Source: an optimization exercise on an open RTL-to-GDS flow (aim: small area). Production flows keep margins and buffers that such runs may drop.
Function was checked by simulation only, so behaviour that the tests miss may differ from the original.
The flow treats the clock pin as an ideal source, which a real chip does not have.

==> trial 36 <==
// ask_quality_top
module ask_quality_top #(
	parameter int LOG2_BLOCK = 4
) (
	input  logic                     sys_clk,
	input  logic                     rst_n,
	input  logic                     sym_clk_en,
	input  ask_pkg::dv_t             dec_var,
	output ask_pkg::slice_t          slice,
	output logic                     slice_valid,
	output ask_pkg::dv_t             ref_lvl,
	output ask_pkg::dv_t             err_mean,
	output logic [ask_pkg::SQ_W-1:0] err_var,
	output logic [ask_pkg::SQ_W-1:0] sig_pwr,
	output logic                     block_done
);
clock: 14.0 ns
lec_check: 0
cap_margin: 20
core_margin: 2
core_utilization: 40
cts_buf_list: sky130_fd_sc_hd__clkbuf_8
slew_margin: 20
synth_hierarchical: 1
synth_minimum_keep_size: 0
standard.sh (not shown) runs the stock make flow with config.mk's settings and CLKGATE_MAP_FILE= SYNTH_SCRIPT=/design/flow/synth_recipe.tcl, a recipe that flattens the netlist after the stock synthesis.
==> flow/flow/run.sh <==
#!/bin/bash
# The standard layout (the standard.sh: standard synthesis, then ORFS to
# finish), with two ORFS knobs set on the make command line:
#   REMOVE_ABC_BUFFERS=1  floorplan removes the buffers ABC put in synthesis
#                         (repair_design then buffers where the loads need it)
#   BUFFER_PORTS_ARGS     buffer_ports gives every input and output port a
#                         buffer, here the library's smallest, buf_1
# make's full output goes to flow_make.log in the work folder.
set -euo pipefail
bash standard.sh REMOVE_ABC_BUFFERS=1 \
	"BUFFER_PORTS_ARGS=-buffer_cell sky130_fd_sc_hd__buf_1" \
	finish > flow_make.log 2>&1
==> trial 26 (differences from trial 36) <==
--- a/flow/design.v
+++ b/flow/design.v
@@ -20,12 +20,20 @@
 	output logic s,
 	output logic co
 );
 	assign s  = a ^ b ^ c;
 	assign co = (a & b) | (a & c) | (b & c);
 endmodule
+module ask_maj (
+	input  logic a,
+	input  logic b,
+	input  logic c,
+	output logic y
+);
+	assign y = (a & b) | (a & c) | (b & c);
+endmodule
 module ask_ha (
 	input  logic a,
 	input  logic b,
 	output logic s,
 	output logic co
 );
@@ -1446,27 +1454,27 @@
 	logic h8;
 	logic h9;
 	logic h10;
 	logic h11;
 	logic h12;
 	logic h13;
-	assign h0 = (a[0] & b[0]) | (a[0] & ci) | (b[0] & ci);
-	assign h1 = (a[1] & b[1]) | (a[1] & h0) | (b[1] & h0);
-	assign h2 = (a[2] & b[2]) | (a[2] & h1) | (b[2] & h1);
-	assign h3 = (a[3] & b[3]) | (a[3] & h2) | (b[3] & h2);
-	assign h4 = (a[4] & b[4]) | (a[4] & h3) | (b[4] & h3);
-	assign h5 = (a[5] & b[5]) | (a[5] & h4) | (b[5] & h4);
-	assign h6 = (a[6] & b[6]) | (a[6] & h5) | (b[6] & h5);
-	assign h7 = (a[7] & b[7]) | (a[7] & h6) | (b[7] & h6);
-	assign h8 = (a[8] & b[8]) | (a[8] & h7) | (b[8] & h7);
-	assign h9 = (a[9] & b[9]) | (a[9] & h8) | (b[9] & h8);
-	assign h10 = (a[10] & b[10]) | (a[10] & h9) | (b[10] & h9);
-	assign h11 = (a[11] & b[11]) | (a[11] & h10) | (b[11] & h10);
-	assign h12 = (a[12] & b[12]) | (a[12] & h11) | (b[12] & h11);
-	assign h13 = (a[13] & b[13]) | (a[13] & h12) | (b[13] & h12);
-	assign co = (a[14] & b[14]) | (a[14] & h13) | (b[14] & h13);
+	ask_maj u_h0 (.a(a[0]), .b(b[0]), .c(ci), .y(h0));
+	ask_maj u_h1 (.a(a[1]), .b(b[1]), .c(h0), .y(h1));
+	ask_maj u_h2 (.a(a[2]), .b(b[2]), .c(h1), .y(h2));
+	ask_maj u_h3 (.a(a[3]), .b(b[3]), .c(h2), .y(h3));
+	ask_maj u_h4 (.a(a[4]), .b(b[4]), .c(h3), .y(h4));
+	ask_maj u_h5 (.a(a[5]), .b(b[5]), .c(h4), .y(h5));
+	ask_maj u_h6 (.a(a[6]), .b(b[6]), .c(h5), .y(h6));
+	ask_maj u_h7 (.a(a[7]), .b(b[7]), .c(h6), .y(h7));
+	ask_maj u_h8 (.a(a[8]), .b(b[8]), .c(h7), .y(h8));
+	ask_maj u_h9 (.a(a[9]), .b(b[9]), .c(h8), .y(h9));
+	ask_maj u_h10 (.a(a[10]), .b(b[10]), .c(h9), .y(h10));
+	ask_maj u_h11 (.a(a[11]), .b(b[11]), .c(h10), .y(h11));
+	ask_maj u_h12 (.a(a[12]), .b(b[12]), .c(h11), .y(h12));
+	ask_maj u_h13 (.a(a[13]), .b(b[13]), .c(h12), .y(h13));
+	ask_maj u_h14 (.a(a[14]), .b(b[14]), .c(h13), .y(co));
 endmodule
 `timescale 1ns/1ns
 module ask_quality_top #(
 	parameter int LOG2_BLOCK = 4
 ) (
 	input  logic                     sys_clk,
@@ -1484,18 +1492,18 @@
 	logic [3:0]  sym_cnt;       
 	logic [20:0] mag_sum;       
 	logic        mag_lsb;       
 	logic [17:0] err_qb;        
 	logic        first_q;       
 	logic        last_q;        
+	logic        valid_q;       
 	logic        done_q;        
 	logic [21:0] err_acc;       
 	logic [21:0] sq_acc;        
 	logic [18:0] pwr_q;         
 	logic [1:0]  slice_q;
-	logic        valid_q;
 	logic [17:0] mean_q;
 	logic [17:0] var_q;
 	logic [17:0] sig_q;
 	logic        bd_q;
 	logic        d_neg;
 	logic [16:0] d_ones;        
@@ -1511,12 +1519,14 @@
 	logic        blk_first;
 	logic        blk_last;
 	logic [20:0] mag_base;
 	logic [21:0] mag_tot;
 	assign blk_first = (sym_cnt == 4'd0);
 	assign blk_last  = (sym_cnt == 4'd15);
+	assign first_q = valid_q & (sym_cnt == 4'd1);
+	assign last_q  = valid_q & (sym_cnt == 4'd0);
 	assign d_neg  = dec_var[17];
 	assign d_ones = dec_var[16:0] ^ {17{d_neg}};
 	ask_carry17 u_ge (
 		.a  (d_ones),
 		.b  (~mag_avg[16:0]),
 		.ci (1'b1),
@@ -1589,23 +1599,19 @@
 		if (!rst_n) begin
 			sym_cnt <= '0;
 			ref_lvl <= '0;
 			mag_lsb <= 1'b0;
 			slice_q <= '0;
 			valid_q <= 1'b0;
-			first_q <= 1'b0;
-			last_q  <= 1'b0;
 			done_q  <= 1'b0;
 			bd_q    <= 1'b0;
 			mean_q  <= '0;
 			var_q   <= '0;
 			sig_q   <= '0;
 		end else begin
 			valid_q <= sym_clk_en;
-			first_q <= sym_clk_en & blk_first;
-			last_q  <= sym_clk_en & blk_last;
 			done_q  <= last_q;
 			bd_q    <= done_q;
 			if (sym_clk_en) begin
 				sym_cnt <= sym_cnt + 4'd1;
 				slice_q <= slice_c;
 				if (blk_last) begin
==> flow/flow/run.sh (replaced) <==
#!/bin/bash
# The standard layout (the standard.sh: standard synthesis, then ORFS to
# finish), with three ORFS knobs set on the make command line:
#   REMOVE_ABC_BUFFERS=1  floorplan removes the buffers ABC put in synthesis
#                         (repair_design then buffers where the loads need it)
#   BUFFER_PORTS_ARGS     buffer_ports gives every input and output port a
#                         buffer, here the library's smallest, buf_1
#   CTS_ARGS              ORFS's clock_tree_synthesis arguments with
#                         -dont_use_dummy_load added
# make's full output goes to flow_make.log in the work folder.
set -euo pipefail
bash standard.sh REMOVE_ABC_BUFFERS=1 \
	"BUFFER_PORTS_ARGS=-buffer_cell sky130_fd_sc_hd__buf_1" \
	"CTS_ARGS=-sink_clustering_enable -repair_clock_nets -buf_list sky130_fd_sc_hd__clkbuf_8 -dont_use_dummy_load" \
	finish > flow_make.log 2>&1
CORE_UTILIZATION = 60   (was 40)
PLACE_DENSITY = 0.7   (was unset)
==> build 40 (differences from trial 36) <==
GPL_TIMING_DRIVEN = 0   (was unset)
==> build 84 (differences from trial 36) <==
--- a/flow/design.v
+++ b/flow/design.v
@@ -20,12 +20,20 @@
 	output logic s,
 	output logic co
 );
 	assign s  = a ^ b ^ c;
 	assign co = (a & b) | (a & c) | (b & c);
 endmodule
+module ask_maj (
+	input  logic a,
+	input  logic b,
+	input  logic c,
+	output logic y
+);
+	assign y = (a & b) | (a & c) | (b & c);
+endmodule
 module ask_ha (
 	input  logic a,
 	input  logic b,
 	output logic s,
 	output logic co
 );
@@ -1446,27 +1454,27 @@
 	logic h8;
 	logic h9;
 	logic h10;
 	logic h11;
 	logic h12;
 	logic h13;
-	assign h0 = (a[0] & b[0]) | (a[0] & ci) | (b[0] & ci);
-	assign h1 = (a[1] & b[1]) | (a[1] & h0) | (b[1] & h0);
-	assign h2 = (a[2] & b[2]) | (a[2] & h1) | (b[2] & h1);
-	assign h3 = (a[3] & b[3]) | (a[3] & h2) | (b[3] & h2);
-	assign h4 = (a[4] & b[4]) | (a[4] & h3) | (b[4] & h3);
-	assign h5 = (a[5] & b[5]) | (a[5] & h4) | (b[5] & h4);
-	assign h6 = (a[6] & b[6]) | (a[6] & h5) | (b[6] & h5);
-	assign h7 = (a[7] & b[7]) | (a[7] & h6) | (b[7] & h6);
-	assign h8 = (a[8] & b[8]) | (a[8] & h7) | (b[8] & h7);
-	assign h9 = (a[9] & b[9]) | (a[9] & h8) | (b[9] & h8);
-	assign h10 = (a[10] & b[10]) | (a[10] & h9) | (b[10] & h9);
-	assign h11 = (a[11] & b[11]) | (a[11] & h10) | (b[11] & h10);
-	assign h12 = (a[12] & b[12]) | (a[12] & h11) | (b[12] & h11);
-	assign h13 = (a[13] & b[13]) | (a[13] & h12) | (b[13] & h12);
-	assign co = (a[14] & b[14]) | (a[14] & h13) | (b[14] & h13);
+	ask_maj u_h0 (.a(a[0]), .b(b[0]), .c(ci), .y(h0));
+	ask_maj u_h1 (.a(a[1]), .b(b[1]), .c(h0), .y(h1));
+	ask_maj u_h2 (.a(a[2]), .b(b[2]), .c(h1), .y(h2));
+	ask_maj u_h3 (.a(a[3]), .b(b[3]), .c(h2), .y(h3));
+	ask_maj u_h4 (.a(a[4]), .b(b[4]), .c(h3), .y(h4));
+	ask_maj u_h5 (.a(a[5]), .b(b[5]), .c(h4), .y(h5));
+	ask_maj u_h6 (.a(a[6]), .b(b[6]), .c(h5), .y(h6));
+	ask_maj u_h7 (.a(a[7]), .b(b[7]), .c(h6), .y(h7));
+	ask_maj u_h8 (.a(a[8]), .b(b[8]), .c(h7), .y(h8));
+	ask_maj u_h9 (.a(a[9]), .b(b[9]), .c(h8), .y(h9));
+	ask_maj u_h10 (.a(a[10]), .b(b[10]), .c(h9), .y(h10));
+	ask_maj u_h11 (.a(a[11]), .b(b[11]), .c(h10), .y(h11));
+	ask_maj u_h12 (.a(a[12]), .b(b[12]), .c(h11), .y(h12));
+	ask_maj u_h13 (.a(a[13]), .b(b[13]), .c(h12), .y(h13));
+	ask_maj u_h14 (.a(a[14]), .b(b[14]), .c(h13), .y(co));
 endmodule
 `timescale 1ns/1ns
 module ask_quality_top #(
 	parameter int LOG2_BLOCK = 4
 ) (
 	input  logic                     sys_clk,
@@ -1484,18 +1492,18 @@
 	logic [3:0]  sym_cnt;       
 	logic [20:0] mag_sum;       
 	logic        mag_lsb;       
 	logic [17:0] err_qb;        
 	logic        first_q;       
 	logic        last_q;        
+	logic        valid_q;       
 	logic        done_q;        
 	logic [21:0] err_acc;       
 	logic [21:0] sq_acc;        
 	logic [18:0] pwr_q;         
 	logic [1:0]  slice_q;
-	logic        valid_q;
 	logic [17:0] mean_q;
 	logic [17:0] var_q;
 	logic [17:0] sig_q;
 	logic        bd_q;
 	logic        d_neg;
 	logic [16:0] d_ones;        
@@ -1511,12 +1519,14 @@
 	logic        blk_first;
 	logic        blk_last;
 	logic [20:0] mag_base;
 	logic [21:0] mag_tot;
 	assign blk_first = (sym_cnt == 4'd0);
 	assign blk_last  = (sym_cnt == 4'd15);
+	assign first_q = valid_q & (sym_cnt == 4'd1);
+	assign last_q  = valid_q & (sym_cnt == 4'd0);
 	assign d_neg  = dec_var[17];
 	assign d_ones = dec_var[16:0] ^ {17{d_neg}};
 	ask_carry17 u_ge (
 		.a  (d_ones),
 		.b  (~mag_avg[16:0]),
 		.ci (1'b1),
@@ -1589,23 +1599,19 @@
 		if (!rst_n) begin
 			sym_cnt <= '0;
 			ref_lvl <= '0;
 			mag_lsb <= 1'b0;
 			slice_q <= '0;
 			valid_q <= 1'b0;
-			first_q <= 1'b0;
-			last_q  <= 1'b0;
 			done_q  <= 1'b0;
 			bd_q    <= 1'b0;
 			mean_q  <= '0;
 			var_q   <= '0;
 			sig_q   <= '0;
 		end else begin
 			valid_q <= sym_clk_en;
-			first_q <= sym_clk_en & blk_first;
-			last_q  <= sym_clk_en & blk_last;
 			done_q  <= last_q;
 			bd_q    <= done_q;
 			if (sym_clk_en) begin
 				sym_cnt <= sym_cnt + 4'd1;
 				slice_q <= slice_c;
 				if (blk_last) begin
==> flow/flow/run.sh (replaced) <==
#!/bin/bash
# The standard layout (the standard.sh: standard synthesis, then ORFS to
# finish), with three ORFS knobs set on the make command line:
#   REMOVE_ABC_BUFFERS=1  floorplan removes the buffers ABC put in synthesis
#                         (repair_design then buffers where the loads need it)
#   BUFFER_PORTS_ARGS     buffer_ports gives every input and output port a
#                         buffer, here the library's smallest, buf_1
#   CTS_ARGS              ORFS's clock_tree_synthesis arguments with
#                         -dont_use_dummy_load added
# make's full output goes to flow_make.log in the work folder.
set -euo pipefail
bash standard.sh REMOVE_ABC_BUFFERS=1 \
	"BUFFER_PORTS_ARGS=-buffer_cell sky130_fd_sc_hd__buf_1" \
	"CTS_ARGS=-sink_clustering_enable -repair_clock_nets -buf_list sky130_fd_sc_hd__clkbuf_8 -dont_use_dummy_load" \
	finish > flow_make.log 2>&1
==> results.yml <==
status:
  outcome: "complete, no violations"
cells_and_area:
  nMultiInputCombCells: 1208
  area_growth_pct: 4.78
sta:
  tightest_slew_ns: 0.855
yosys:
  synth_compound_area_share_pct: 3.54
global_route:
  grt_pass1_vias: 12600
routing:
  drtPass1Iterations: 7
die:
  dieArea_mm2: 0.0314
That was trial 26.
==> results.yml <==
status:
  outcome: "complete, no violations"
sta:
  tightest_slew_ns: 0.858
die:
  dieArea_mm2: 0.0468
  rows: 77
cells_and_area:
  nMultiInputCombCells: 1222
  area_growth_pct: 7.39
global_route:
  grt_pass1_vias: 12900
yosys:
  synth_compound_area_share_pct: 4.50
routing:
  drtPass1Iterations: 5
That was trial 36.
==> results.yml <==
cells_and_area:
  area_growth_pct: 6.25
  largest_class: "multi-input gates"
yosys:
  synth_compound_area_share_pct: 3.54
sta:
  tightest_slew_ns: 0.900
global_route:
  grt_pass1_vias: 12700
die:
  dieArea_mm2: 0.0466
status:
  outcome: "complete, no violations"
That was build 84.
==> results.yml <==
cells_and_area:
  area_growth_pct: 8.12
  nMultiInputCombCells: 1222
global_route:
  grt_pass1_vias: 12900
die:
  dieArea_mm2: 0.0468
yosys:
  synth_compound_area_share_pct: 4.50
routing:
  drtPass1Iterations: 5
sta:
  tightest_slew_ns: 0.968
status:
  outcome: "complete, no violations"
That was build 40.

## separate check: timing with driven ports
How much do the figures lean on ideal ports? The routed layouts below were timed once more, with nothing changed but the port constraints. Step 1 (the two cells are an assumption about what drives the block):
set clk [get_ports {sys_clk}]
set_driving_cell -lib_cell sky130_fd_sc_hd__clkbuf_16 $clk
set_driving_cell -lib_cell sky130_fd_sc_hd__buf_2 [delete_from_list [all_inputs] $clk]
Step 2 times the ports against the registers' clock, not the clock port: input delays grow and output delays shrink by t, the midpoint of the rising clock arrivals with the driver on. Three values: ideal ports, drivers, drivers and shift; two values: the first two.
run | t, ns | setup slack, ns | worst setup path at the end | worst slew at a driven data input, ns
trial 36 | 0.555 | 0.982 / 0.982 / 0.982 | register to register | 0.04
trial 26 | 0.531 | 0.892 / 0.892 / 0.892 | register to register | 0.03
build 40 | 0.553 | 0.590 / 0.590 / 0.590 | register to register | 0.04
build 84 | 0.589 | 1.032 / 1.032 / 1.032 | register to register | 0.03
After both steps setup and hold are still met in every run listed.
